From an optimization exercise on the open Yosys and OpenROAD flow, aimed at small area, a short achievable clock period and few clock cycles per item; shortcuts taken in it are not production practice. The RTL was checked by simulation tests, not by an equivalence proof against the original design. Power is estimated from default activity; no workload was simulated.

## flow/design.v (module list and top-level ports; edited modules follow where they fit)
// module conv_requant_packer: 1382 lines
module conv_requant_packer #(
  parameter int DATA_WIDTH = 8,
  parameter int ACC_WIDTH  = 32,
  parameter int BUS_WIDTH  = 128,
  parameter int ADDR_WIDTH = 18
) (
  input  logic                  clk,
  input  logic                  rst,
  input  logic                  start,
  input  logic [ADDR_WIDTH-1:0] cfg_base_addr,
  input  logic [15:0]           cfg_scale,
  input  logic [4:0]            cfg_shift,
  input  logic [1:0]            cfg_act_mode,
  input  logic [DATA_WIDTH-1:0] cfg_clip_max,
  output logic                  busy,
  output logic                  done,
  input  logic                  in_valid,
  output logic                  in_ready,
  input  logic [ACC_WIDTH-1:0]  in_acc,
  input  logic [ACC_WIDTH-1:0]  in_bias,
  input  logic                  in_last,
  output logic                  out_valid,
  input  logic                  out_ready,
  output logic [ADDR_WIDTH-1:0] out_addr,
  output logic [BUS_WIDTH-1:0]  out_data,
  output logic                  out_last,
  output logic [15:0]           sat_count
);
  // ...
==> flow/run.sh <==
#!/bin/bash
# synth_recipe.tcl (not shown) runs the flow's synth.tcl, then flattens the netlist and writes it again
# the make line also repeats each setting of config.mk as NAME=value (left out here)
make -C /OpenROAD-flow-scripts/flow DESIGN_CONFIG=/design/flow/config.mk WORK_HOME=/design/flow/orfs CLKGATE_MAP_FILE= SYNTH_SCRIPT=/design/flow/synth_recipe.tcl finish
==> flow/config.mk <==
export PLATFORM = sky130hd
export DESIGN_NAME = conv_requant_packer
export DESIGN_NICKNAME = conv_requant_packer
export VERILOG_FILES = /design/flow/design.v
export SDC_FILE = /design/flow/constraint.sdc
export NUM_CORES = 4
export LEC_CHECK = 0
export ABC_AREA = 1
export CAP_MARGIN = 20
export CORE_MARGIN = 2
export CORE_UTILIZATION = 40
export SLEW_MARGIN = 20
==> flow/constraint.sdc <==
create_clock -name core_clock -period 7.5 [get_ports {clk}]
set_input_delay 1.5000 -clock core_clock [delete_from_list [all_inputs] [get_ports {clk}]]
set_output_delay 1.5000 -clock core_clock [all_outputs]
set_load 0.01 [all_outputs]
==> run notes, run 1 <==
Outcome -> complete, no violations
M1 GR Usage -> 31.1%
Worst reg2reg endpoint -> s2_c_q[19]
Net Switching -> 0.00920 W
EDFF count, synth -> 318
TritonCTS Buffers -> 40
Met2 WL -> 47.0 mm
Clk network pwr share -> 10.9%
Multi-input logic cell count -> 2,656
Peak supply drop -> 0.000256 V
Max FFs per register -> 128
H-tree depth -> 2
XOR/XNOR Fraction of Synth Area -> 8.64%
Most common cell after layout, fill and taps aside -> nand2_1
Total number of vias -> 27.0k
PortBufs -> 285
GRT busiest layer -> met2
Ys flop type -> edfxtp_1
Crit path required time -> 7.83 ns
Final hold violation count -> 0
Adder-cell share of the synthesized area -> 20.0%
Top cells by count, synth -> 870 x nand2_1, 678 x inv_1, 318 x edfxtp_1
Clock-cell share of area -> 3.58%
Area of the multi-input gates -> 18,600 um2
RSZ-0062 raised after global routing -> false
Share of the synthesized area in the top cell type -> 30.0%
Least-Margin Pin Slew -> 1.06 ns
Pre-CTS setup slack -> 2.16 ns
Critical path depth -> 11
Top reg by flops -> word_q
Clk pwr -> 0.00198 W
Mean area per synthesized cell -> 8.25 um2
Filler cells -> 7,849
Sequential power share -> 19.0%
Mux cell area share after synthesis -> 0%
Testbench counts, summed over its fixed seeds: cycles 9,487, items 9,247.
==> inputs of run 2 (changes only) <==
--- a/flow/config.mk
+++ b/flow/config.mk
@@ -5,7 +5,6 @@
 export SDC_FILE = /design/flow/constraint.sdc
 export NUM_CORES = 4
 export LEC_CHECK = 0
-export ABC_AREA = 1
 export CAP_MARGIN = 20
 export CORE_MARGIN = 2
 export CORE_UTILIZATION = 40
==> run 2 against run 1 <==
  * Combinational power is 9% lower
  * Non-clock buffer count increased by 43
  * Cell count is 6.6% higher
  * Worst setup slack worse by 0.52 ns
  * Critical path depth is 2 higher
  * Register-to-register slack lost 0.11 ns
  * First-iteration DRC count grew 39%
  * Core utilization is 1.3 points lower
  * Wire length up 19%
  * Worst hold slack worse by 0.0074 ns
  * Critical path type is now input port to flip-flop
==> run notes, run 2 <==
Die Wd -> 304 um
Mean area per synthesized cell -> 8.41 um2 (+2.0%)
Hold buffer count at CTS -> 0
Comb power frac -> 68.5%
Critical path endpoint category -> flip-flop
Final hold violation count -> 0 (unchanged)
Total negative slack -> 0 ns
Rel. slew slack -> 22.7%
Max Root-Sink Buffers -> 3
First-pass GRT wire length -> 181 mm
# Post-CTS Setup Buffers -> 0
Min Clock Period, post-route -> 5.59 ns
Initial Utilization -> 40.2%
Sequential power share -> 18.5% (-0.5 points)
Area of the multi-input gates -> 23,100 um2 (+24%)
CTS clk-pin slew, worst paths -> 0.06 ns
EDFF count, synth -> 318 (unchanged)
Routability cong. -> 0.900
Critical Path AT -> 5.89 ns
Layout cells sized above 1 -> 4.78%
Pwr Density -> 409 nW/um2
Later-pin clock latency in the skew report -> 0.60 ns
Post-Route WL -> 117 mm
Post-synth top area cell -> edfxtp_1
TritonCTS Buffers -> 41 (+2.5%)
CTS-repair resized insts -> 0
Top reg by flops -> word_q
Mapped cell area -> 36,000 um2
Top cells by area, synth -> edfxtp_1 26%, fa_1 14%, a21oi_1 6.9%, nand2_1 4.7%, ha_1 4.1%
DIE HEIGHT -> 304 um
Drt initial violations -> 3,191
Pin count of the biggest net entering global routing -> 176
Max-slew violation count -> 0
WS Path Type -> input port to flip-flop
Least-Margin Pin Slew -> 1.15 ns (+0.0859 ns)
Worst r2r path cells -> 15
Clk_skew -> 0.0785 ns
Total track usage -> 24.7%
Core area -> 89,600 um2
Syn Nets -> 4,765
CP Max Fanout -> 20
Count leader, synth -> a21oi_1
H-tree depth -> 2 (unchanged)
Fmax -> 179 MHz
Post-layout nets -> 4,756
#FFs+latches synth -> 344
Syn. warnings -> 1
GRT overflow -> 0
Root Driver -> clkbuf_16
Initial antenna violation count -> 1
Full die area -> 92,500 um2
Hold Crit Class -> flip-flop to flip-flop
PortBufs -> 285 (unchanged)
Antenna-violating nets left -> 0
Most common cell after layout, fill and taps aside -> a21oi_1
Row cnt -> 110
Worst hold path depth -> 0
Net Switching -> 0.00804 W (-13%)
FF-to-FF Start -> s2_a_q[0]
Switching share of power -> 48.1%
Number of global-route vias before repair -> 30.1k
Core Util, Final -> 45.7%
Peak supply drop -> 0.000215 V (-16%)
# IOs -> 286
Outcome -> complete, no violations
Seq/Total Area, Yosys -> 27.9%
Critical path startpoint category -> input port
Commonest non-fill, non-tap cells in the layout -> 496 x a21oi_1, 455 x nand2_1, 361 x inv_1, 318 x edfxtp_1, 301 x nor2_1
RSZ-0062 raised after global routing -> false
Filler cells -> 8,680 (+11%)
Regs by FF count -> word_q (128), s2_a_q (48), s2_c_q (48)
Syn Inst Count -> 4,284
CP Launch Point -> in_acc[1]
DRC Markers -> 0
Top cells by count, synth -> 497 x a21oi_1, 455 x nand2_1, 361 x inv_1
Internal -> 0.00869 W
Average wire per standard cell -> 21.4 um
Hold Startpoint -> s2_last_q
Register area -> 10,100 um2
Iteration count of the initial detailed-routing pass -> 6
Ys flop type -> edfxtp_1
FFs w/ async S/R, synth -> 0%
Total number of vias -> 32.2k (+19%)
Share of the synthesized area in the top cell type -> 26.5% (-3.5 points)
CTS tree -> yes
Max FFs per register -> 128 (unchanged)
Crit path required time -> 7.80 ns (-0.03 ns)
Lkg Pwr -> 15.6 nW
Post-synth cell types -> 86
Clk network pwr share -> 13.0% (+2.1 points)
Vias per cell -> 5.88
CTS Sinks -> 344
Final setup vio count -> 0
Final period util -> 74.6%
Maxcap violations -> 0
Final HPWL DP -> 85.3 mm
Layout overhead on the synthesized area -> 13.5%
run 2: cell types whose count changed in the layout (fill, tap and decap cells not counted), moves of 170 or more:
cell and change:
a21oi_1 +387, inv_1 -316, nand2_1 -415, nand3_1 -170
o21ai_0 +207, xor2_1 -230
run 2: worst max-delay path, cell delays in order:
cell,delay (ns)
clkdlybuf4s50_1,0.43
ha_1,0.30
a21o_1,0.17
a21oi_1,0.22
o21bai_1,0.09
a21oi_1,0.33
o21ai_0,0.21
a31oi_1,0.43
o21ai_0,0.20
a21boi_0,0.45
o311ai_2,0.37
nor2_1,0.90
o21ai_0,0.26
run 2: final timing paths:
kind                                    to  slack, ns
worst min-delay path             s3_last_q       0.42
worst max-delay path            s1_b_q[24]       1.91
worst max register to register   s3_q_q[6]       2.32
worst min register to register   s3_last_q       0.42
run 2: per-layer routing:
| layer | wire length [um] | track usage [%] |
|---|---|---|
| met5 | 0 | 0 |
| met4 | 3740 | 8.08 |
| met3 | 7380 | 2.48 |
| met2 | 56700 | 41.8 |
| met1 | 49500 | 33.0 |
run 2: kinds of logic after synthesis:
kind of cell | share of synthesized area (%)
AO/OA/AOI/OAI | 23.7
AND/OR/NAND/NOR | 13.7
buffers and inverters | 8.24
adder cells (fa/ha/maj) | 20.2
flip-flops | 27.9
XOR/XNOR | 3.57
multiplexers | 2.64
run 2: area by class of cell:
class	instances	area share [%]
Timing Repair Buffer	365	8.53
Clock buffer	50	2.59
Antenna cell	1	0.00611
Sequential cell	344	24.6
Clock inverter	24	0.960
Inverter	369	3.38
Tap cell	1176	3.60
Multi-Input combinational cell	3154	56.3
run 2: power by group through the flow:
stage / sequential [W] / combinational (W) / clock [W]
2_1_floorplan: 0.00310 / 0.00784 / 0
3_3_place_gp: 0.00313 / 0.0112 / 0
3_5_place_dp: 0.00314 / 0.0113 / 0
4_1_cts: 0.00311 / 0.0113 / 0.00222
5_1_grt: 0.00314 / 0.0127 / 0.00228
6_report: 0.00310 / 0.0115 / 0.00217
run 2: per-stage QoR:
stage / total power, W / setup WS [ns] / hold WS, ns / std cells / cell area (um2)
2_1_floorplan: 0.0109 / 2.03 / 0.400 / 4284 / 36000
3_3_place_gp: 0.0143 / 1.39 / 0.404 / 5408 / 39500
3_5_place_dp: 0.0144 / 1.26 / 0.406 / 5408 / 39500
4_1_cts: 0.0166 / 1.89 / 0.416 / 5482 / 40900
5_1_grt: 0.0182 / 1.43 / 0.422 / 5483 / 40900
6_report: 0.0167 / 1.91 / 0.418 / 5483 / 40900

==> afterwards: timing with drivers on the ports <==
Ports are ideal in the flow. The routed layouts listed here were re-timed in OpenROAD.
Step 1 (the two cells are an assumption about what drives the block):
set clk [get_ports {clk}]
set_driving_cell -lib_cell sky130_fd_sc_hd__clkbuf_16 $clk
set_driving_cell -lib_cell sky130_fd_sc_hd__buf_2 [delete_from_list [all_inputs] $clk]
Step 2 moves the port delays by t, midway between the first and last clock arrival at a register: inputs arrive t later, outputs are due t later. That takes back most of the time a late clock gives input paths.
Slacks: no drivers / after step 1 / after step 2; pairs: no drivers / after step 1.
| run | shift t [ns] | setup WS [ns] | worst setup path at the end | latest minus earliest clock arrival (ns) | worst register clock-pin slew, ns |
|---|---|---|---|---|---|
| run 1 | 0.638 | 2.427 / 2.427 / 2.236 | input to register | 0.044 / 0.044 | 0.06 / 0.06 |
| run 2 | 0.625 | 1.908 / 1.949 / 1.324 | input to register | 0.078 / 0.078 | 0.07 / 0.07 |
After both steps setup and hold are still met in every run listed. For run 2, which loses most, drivers alone change the setup slack by +0.041 ns; drivers and shift together by -0.584 ns.
